Background: an optimization exercise with open tools, aiming at small area and a short achievable clock period. Do not read the settings as production practice. In this exercise RTL edits were held to simulation tests only and were not proved equivalent to the original. No activity file was given, so power comes from the tool's default toggle rates.

## old
==> flow/design.v <==
`timescale 1ns/10ps
`default_nettype none
module mmu_out_bit0 (
   input  logic       r,
   input  logic [3:0] sel,
   input  logic [3:0] d,
   output logic       y
);
   assign y = r | (|(sel & d));
endmodule
module mmu_out_bit (
   input  logic       r,
   input  logic       s,
   input  logic [1:0] w,
   input  logic [1:0] d,
   input  logic [3:0] f,
   input  logic [3:0] m,
   output logic       y
);
   assign y = r | s | (|(w & d)) | (|(f & m));
endmodule
`default_nettype wire
`timescale 1ns/10ps
`default_nettype none
module mmu (
   input  logic                         clk,
   input  logic                         resetb,
   input  logic [31:0]                  im_addr,
   input  logic [31:0]                  im_data,
   output logic [11:2]                  im_addr_out,
   output logic [31:0]                  im_do,
   input  logic [31:0]                  dm_addr,
   input  logic [31:0]                  dm_wdata,
   input  logic [3:0]                   dm_be,
   input  logic                         dm_we,
   input  logic                         dm_is_signed,
   output logic [31:0]                  dm_do,
   input  logic [31:0]                  io_data_read,
   output logic [7:0]                   io_addr,
   output logic [31:0]                  io_wdata,
   output logic                         io_en,
   output logic                         io_we
);
   assign im_addr_out = im_addr[11:2];
   always_ff @(posedge clk or negedge resetb) begin
      if (!resetb) begin
         im_do <= 32'h0000_0013;
      end else begin
         im_do <= im_data;
      end
   end
   logic in_ram;
   logic in_io;
   logic legal;
   logic be_b;      
   logic be_h;      
   logic be_w;      
   assign in_ram = !dm_addr[31] && (dm_addr[30:28] != 3'b000);
   assign in_io  = (dm_addr[31:8] == 24'h80_0000);
   always_comb begin
      be_b = 1'b0;
      be_h = 1'b0;
      be_w = 1'b0;
      case (dm_be)
         4'b0001, 4'b0010, 4'b0100, 4'b1000: be_b = 1'b1;
         4'b0011, 4'b1100:                   be_h = 1'b1;
         4'b1111:                            be_w = 1'b1;
         default: ;
      endcase
   end
   assign legal = be_b | be_h | be_w;
   logic [31:0] lane_w;
   assign lane_w[7:0]   = dm_wdata[7:0] & {8{dm_be[0] & legal}};
   assign lane_w[15:8]  = (dm_be[0] ? dm_wdata[15:8] : dm_wdata[7:0]) & {8{dm_be[1] & legal}};
   assign lane_w[23:16] = (dm_be[0] ? dm_wdata[23:16] : dm_wdata[7:0]) & {8{dm_be[2] & legal}};
   assign lane_w[31:24] = (dm_be[0] ? dm_wdata[31:24] :
                           dm_be[2] ? dm_wdata[15:8] : dm_wdata[7:0]) & {8{dm_be[3] & legal}};
   logic [63:0]       dec;
   logic              ram_wr;
   logic [63:0][31:0] mem;
   logic [31:0]       mem_rd;
   logic [31:0]       rd;
   logic              wb_valid;
   logic [5:0]        wb_idx;
   logic [3:0]        wb_be;
   logic [31:0]       wb_data;
   logic [63:0]       wb_dec;
   logic              wb_hit;
   assign dec    = 64'd1 << dm_addr[7:2];
   assign ram_wr = dm_we && legal && in_ram;
   always_ff @(posedge clk) begin
      wb_valid <= ram_wr;
      wb_idx   <= dm_addr[7:2];
      wb_be    <= dm_be;
      wb_data  <= lane_w;
   end
   assign wb_dec = 64'd1 << wb_idx;
   genvar w, l;
   for (w = 0; w < 64; w++) begin : g_word
      for (l = 0; l < 4; l++) begin : g_lane
         always_ff @(posedge clk) begin
            if (wb_valid && wb_dec[w] && wb_be[l]) begin
               mem[w][l*8 +: 8] <= wb_data[l*8 +: 8];
            end
         end
      end
   end
   always_comb begin
      mem_rd = '0;
      for (int i = 0; i < 64; i++) begin
         mem_rd = mem_rd | (mem[i] & {32{dec[i]}});
      end
   end
   assign wb_hit = wb_valid && (wb_idx == dm_addr[7:2]);
   for (l = 0; l < 4; l++) begin : g_fwd
      assign rd[l*8 +: 8] = (wb_hit && wb_be[l]) ? wb_data[l*8 +: 8] : mem_rd[l*8 +: 8];
   end
   logic [3:0] lo;         
   logic       b1_l1;      
   logic       b1_l3;      
   logic       wd;         
   logic [3:0] f1;         
   logic [3:0] f2;         
   assign lo[0] = dm_be[0];
   assign lo[1] = be_b && dm_be[1];
   assign lo[2] = dm_be[2] && !dm_be[1] && !dm_be[0];
   assign lo[3] = be_b && dm_be[3];
   assign b1_l1 = dm_be[1] && dm_be[0];
   assign b1_l3 = be_h && dm_be[3];
   assign wd    = be_w;
   assign f1    = {4{be_b && dm_is_signed}} & dm_be;
   assign f2    = {be_b && dm_be[3] || be_h && dm_be[3], be_b && dm_be[2],
                   be_b && dm_be[1] || be_h && dm_be[1], be_b && dm_be[0]}
                  & {4{dm_is_signed}};
   function automatic logic [31:0] pick(input logic [31:0] s,
                                        input logic [3:0]  lo,
                                        input logic        b1l1,
                                        input logic        b1l3,
                                        input logic        wd);
      logic [31:0] r;
      r[7:0]   = (s[7:0]   & {8{lo[0]}}) | (s[15:8]  & {8{lo[1]}}) |
                 (s[23:16] & {8{lo[2]}}) | (s[31:24] & {8{lo[3]}});
      r[15:8]  = (s[15:8] & {8{b1l1}}) | (s[31:24] & {8{b1l3}});
      r[31:16] = s[31:16] & {16{wd}};
      pick     = r;
   endfunction
   function automatic logic fill(input logic [31:0] s, input logic [3:0] f);
      fill = |(f & {s[31], s[23], s[15], s[7]});
   endfunction
   logic [31:0] st_val;
   logic        st_s1;
   logic        st_s2;
   always_comb begin
      if (be_w) begin
         st_val = dm_wdata;
      end else if (be_h) begin
         st_val = {16'h0000, dm_wdata[15:0]};
      end else begin
         st_val = {24'h00_0000, dm_wdata[7:0]};
      end
   end
   assign st_s1 = dm_is_signed && be_b && dm_wdata[7];
   assign st_s2 = dm_is_signed && (be_b && dm_wdata[7] || be_h && dm_wdata[15]);
   logic [31:0] res_q;
   logic        s1_q;         
   logic        s2_q;         
   logic        ram_ok;
   assign ram_ok = in_ram && legal;
   always_ff @(posedge clk or negedge resetb) begin
      if (!resetb) begin
         res_q <= '0;
         s1_q  <= 1'b0;
         s2_q  <= 1'b0;
      end else begin
         res_q <= !ram_ok ? 32'h0 : dm_we ? st_val : pick(rd, lo, b1_l1, b1_l3, wd);
         s1_q  <= ram_ok && (dm_we ? st_s1 : fill(rd, f1));
         s2_q  <= ram_ok && (dm_we ? st_s2 : fill(rd, f2));
      end
   end
   assign io_wdata = wb_data;
   logic       io_en_q;
   logic       io_we_q;
   logic [7:0] io_addr_q;
   always_ff @(posedge clk or negedge resetb) begin
      if (!resetb) begin
         io_en_q <= 1'b0;
         io_we_q <= 1'b0;
      end else begin
         io_en_q <= in_io;
         io_we_q <= in_io && dm_we && legal;
      end
   end
   always_ff @(posedge clk) begin
      io_addr_q <= dm_addr[7:0];
   end
   assign io_en   = io_en_q;
   assign io_we   = io_we_q;
   assign io_addr = io_addr_q;
   logic [3:0] io_lo_q;
   logic       io_b1_l1_q;
   logic       io_b1_l3_q;
   logic       io_wd_q;
   logic [3:0] io_f1_q;
   logic [3:0] io_f2_q;
   logic       io_ok;
   assign io_ok = in_io && legal;
   always_ff @(posedge clk or negedge resetb) begin
      if (!resetb) begin
         io_lo_q    <= '0;
         io_b1_l1_q <= 1'b0;
         io_b1_l3_q <= 1'b0;
         io_wd_q    <= 1'b0;
         io_f1_q    <= '0;
         io_f2_q    <= '0;
      end else begin
         io_lo_q    <= lo & {4{io_ok}};
         io_b1_l1_q <= b1_l1 && io_ok;
         io_b1_l3_q <= b1_l3 && io_ok;
         io_wd_q    <= wd && io_ok;
         io_f1_q    <= f1 & {4{io_ok}};
         io_f2_q    <= f2 & {4{io_ok}};
      end
   end
   logic [3:0] io_msb;
   assign io_msb = {io_data_read[31], io_data_read[23], io_data_read[15], io_data_read[7]};
   genvar b;
   for (b = 0; b < 8; b++) begin : g_out0
      mmu_out_bit0 u_bit (
         .r   (res_q[b]),
         .sel (io_lo_q),
         .d   ({io_data_read[24+b], io_data_read[16+b], io_data_read[8+b], io_data_read[b]}),
         .y   (dm_do[b])
      );
   end
   for (b = 8; b < 16; b++) begin : g_out1
      mmu_out_bit u_bit (
         .r   (res_q[b]),
         .s   (s1_q),
         .w   ({io_b1_l3_q, io_b1_l1_q}),
         .d   ({io_data_read[16+b], io_data_read[b]}),
         .f   (io_f1_q),
         .m   (io_msb),
         .y   (dm_do[b])
      );
   end
   for (b = 16; b < 32; b++) begin : g_out2
      mmu_out_bit u_bit (
         .r   (res_q[b]),
         .s   (s2_q),
         .w   ({1'b0, io_wd_q}),
         .d   ({1'b0, io_data_read[b]}),
         .f   (io_f2_q),
         .m   (io_msb),
         .y   (dm_do[b])
      );
   end
endmodule
`default_nettype wire
clock: 4.2 ns
lec_check: 0
cap_margin: 20
core_margin: 2
core_utilization: 50
place_density: 0.6
setup_slack_margin: 1.5
slew_margin: 20
synth_hierarchical: 1
standard.sh (not shown) runs the stock make flow with config.mk's settings and CLKGATE_MAP_FILE= SYNTH_SCRIPT=/design/flow/synth_recipe.tcl, a recipe that flattens the netlist after the stock synthesis.
==> flow/flow/run.sh <==
#!/bin/bash
# Layout: the standard flow (standard synthesis unchanged), with two
# changes to how the layout is built:
#  - the port buffers are buf_2 cells instead of the delay-cell buffer
#    that buffer_ports picks by default;
#  - clock tree synthesis runs without dummy loads.
# Each tool's full output stays in orfs/logs/; make's output goes to
# run_make.log in this folder.
set -euo pipefail
CTS="-sink_clustering_enable -repair_clock_nets -sink_clustering_size 24 -sink_clustering_max_diameter 80 -dont_use_dummy_load"
bash standard.sh \
  "BUFFER_PORTS_ARGS=-buffer_cell sky130_fd_sc_hd__buf_2" \
  "CTS_ARGS=$CTS" \
  finish > run_make.log 2>&1
Here is what was changed in the inputs of new compared with old.
--- a/flow/design.v
+++ b/flow/design.v
@@ -1,23 +1,23 @@
 `timescale 1ns/10ps
 `default_nettype none
 module mmu_out_bit0 (
-   input  logic       r,
+   input  logic [1:0] r,
    input  logic [3:0] sel,
    input  logic [3:0] d,
    output logic       y
 );
-   assign y = r | (|(sel & d));
+   assign y = (|r) | (|(sel & d));
 endmodule
 module mmu_out_bit (
-   input  logic       r,
-   input  logic       s,
+   input  logic [1:0] r,
+   input  logic [1:0] s,
    input  logic [1:0] w,
    input  logic [1:0] d,
    input  logic [3:0] f,
    input  logic [3:0] m,
    output logic       y
 );
-   assign y = r | s | (|(w & d)) | (|(f & m));
+   assign y = (|r) | (|s) | (|(w & d)) | (|(f & m));
 endmodule
 `default_nettype wire
 `timescale 1ns/10ps
@@ -78,7 +78,9 @@
    logic [63:0]       dec;
    logic              ram_wr;
    logic [63:0][31:0] mem;
-   logic [31:0]       mem_rd;
+   logic [31:0]       mem_rd_a;     
+   logic [31:0]       mem_rd_b;     
+   logic [31:0]       rd_b;
    logic [31:0]       rd;
    logic              wb_valid;
    logic [5:0]        wb_idx;
@@ -106,14 +108,17 @@
       end
    end
    always_comb begin
-      mem_rd = '0;
-      for (int i = 0; i < 64; i++) begin
-         mem_rd = mem_rd | (mem[i] & {32{dec[i]}});
+      mem_rd_a = '0;
+      mem_rd_b = '0;
+      for (int i = 0; i < 32; i++) begin
+         mem_rd_a = mem_rd_a | (mem[i] & {32{dec[i]}});
+         mem_rd_b = mem_rd_b | (mem[32+i] & {32{dec[32+i]}});
       end
    end
    assign wb_hit = wb_valid && (wb_idx == dm_addr[7:2]);
    for (l = 0; l < 4; l++) begin : g_fwd
-      assign rd[l*8 +: 8] = (wb_hit && wb_be[l]) ? wb_data[l*8 +: 8] : mem_rd[l*8 +: 8];
+      assign rd[l*8 +: 8]   = (wb_hit && wb_be[l]) ? wb_data[l*8 +: 8] : mem_rd_a[l*8 +: 8];
+      assign rd_b[l*8 +: 8] = (wb_hit && wb_be[l]) ? 8'h00 : mem_rd_b[l*8 +: 8];
    end
    logic [3:0] lo;         
    logic       b1_l1;      
@@ -162,19 +167,28 @@
    assign st_s1 = dm_is_signed && be_b && dm_wdata[7];
    assign st_s2 = dm_is_signed && (be_b && dm_wdata[7] || be_h && dm_wdata[15]);
    logic [31:0] res_q;
+   logic [31:0] res_b_q;
    logic        s1_q;         
    logic        s2_q;         
+   logic        s1_b_q;
+   logic        s2_b_q;
    logic        ram_ok;
    assign ram_ok = in_ram && legal;
    always_ff @(posedge clk or negedge resetb) begin
       if (!resetb) begin
-         res_q <= '0;
-         s1_q  <= 1'b0;
-         s2_q  <= 1'b0;
+         res_q   <= '0;
+         res_b_q <= '0;
+         s1_q    <= 1'b0;
+         s2_q    <= 1'b0;
+         s1_b_q  <= 1'b0;
+         s2_b_q  <= 1'b0;
       end else begin
          res_q <= !ram_ok ? 32'h0 : dm_we ? st_val : pick(rd, lo, b1_l1, b1_l3, wd);
          s1_q  <= ram_ok && (dm_we ? st_s1 : fill(rd, f1));
          s2_q  <= ram_ok && (dm_we ? st_s2 : fill(rd, f2));
+         res_b_q <= (ram_ok && !dm_we) ? pick(rd_b, lo, b1_l1, b1_l3, wd) : 32'h0;
+         s1_b_q  <= ram_ok && !dm_we && fill(rd_b, f1);
+         s2_b_q  <= ram_ok && !dm_we && fill(rd_b, f2);
       end
    end
    assign io_wdata = wb_data;
@@ -226,7 +240,7 @@
    genvar b;
    for (b = 0; b < 8; b++) begin : g_out0
       mmu_out_bit0 u_bit (
-         .r   (res_q[b]),
+         .r   ({res_b_q[b], res_q[b]}),
          .sel (io_lo_q),
          .d   ({io_data_read[24+b], io_data_read[16+b], io_data_read[8+b], io_data_read[b]}),
          .y   (dm_do[b])
@@ -234,8 +248,8 @@
    end
    for (b = 8; b < 16; b++) begin : g_out1
       mmu_out_bit u_bit (
-         .r   (res_q[b]),
-         .s   (s1_q),
+         .r   ({res_b_q[b], res_q[b]}),
+         .s   ({s1_b_q, s1_q}),
          .w   ({io_b1_l3_q, io_b1_l1_q}),
          .d   ({io_data_read[16+b], io_data_read[b]}),
          .f   (io_f1_q),
@@ -245,8 +259,8 @@
    end
    for (b = 16; b < 32; b++) begin : g_out2
       mmu_out_bit u_bit (
-         .r   (res_q[b]),
-         .s   (s2_q),
+         .r   ({res_b_q[b], res_q[b]}),
+         .s   ({s2_b_q, s2_q}),
          .w   ({1'b0, io_wd_q}),
          .d   ({1'b0, io_data_read[b]}),
          .f   (io_f2_q),
A startpoint of the worst setup timing path of dm_addr[4] is what old shows, while dm_addr[5] belongs to new. Against old, new comes in 4 lower on count of cell instances traversed by the critical path. new vs. old: setup slack went up; net switching power went up; design area went down; total detailed-routing wirelength went down; tap cell instance count went up. Critical path's slowest cell = sky130_fd_sc_hd__nor2_4: new; critical path's slowest cell = sky130_fd_sc_hd__a2111oi_4: old.

-- afterwards: timing with drivers on the ports --
In the flow no input, the clock included, has a driving cell. The finished layouts below were timed again as built, in two steps.
Step 1 (the two cells are an assumption about what drives the block):
set clk [get_ports {clk}]
set_driving_cell -lib_cell sky130_fd_sc_hd__clkbuf_16 $clk
set_driving_cell -lib_cell sky130_fd_sc_hd__buf_2 [delete_from_list [all_inputs] $clk]
Step 2 times the ports against the registers' clock, not the clock port: input delays grow and output delays shrink by t, the midpoint of the rising clock arrivals with the driver on.
Slacks: no drivers / after step 1 / after step 2; pairs: no drivers / after step 1.
run	t, ns	setup WS [ns]	hold slack, ns	cell pins on the clock port's net
old	0.840	1.082 / 0.996 / 0.156	0.117 / 0.062 / 0.586	1
new	0.838	1.258 / 1.106 / 0.268	0.140 / 0.072 / 0.604	1
After both steps every run listed still meets setup and hold. The setup slack of new, which loses most, moves by -0.152 ns with the drivers and by -0.990 ns with both steps.
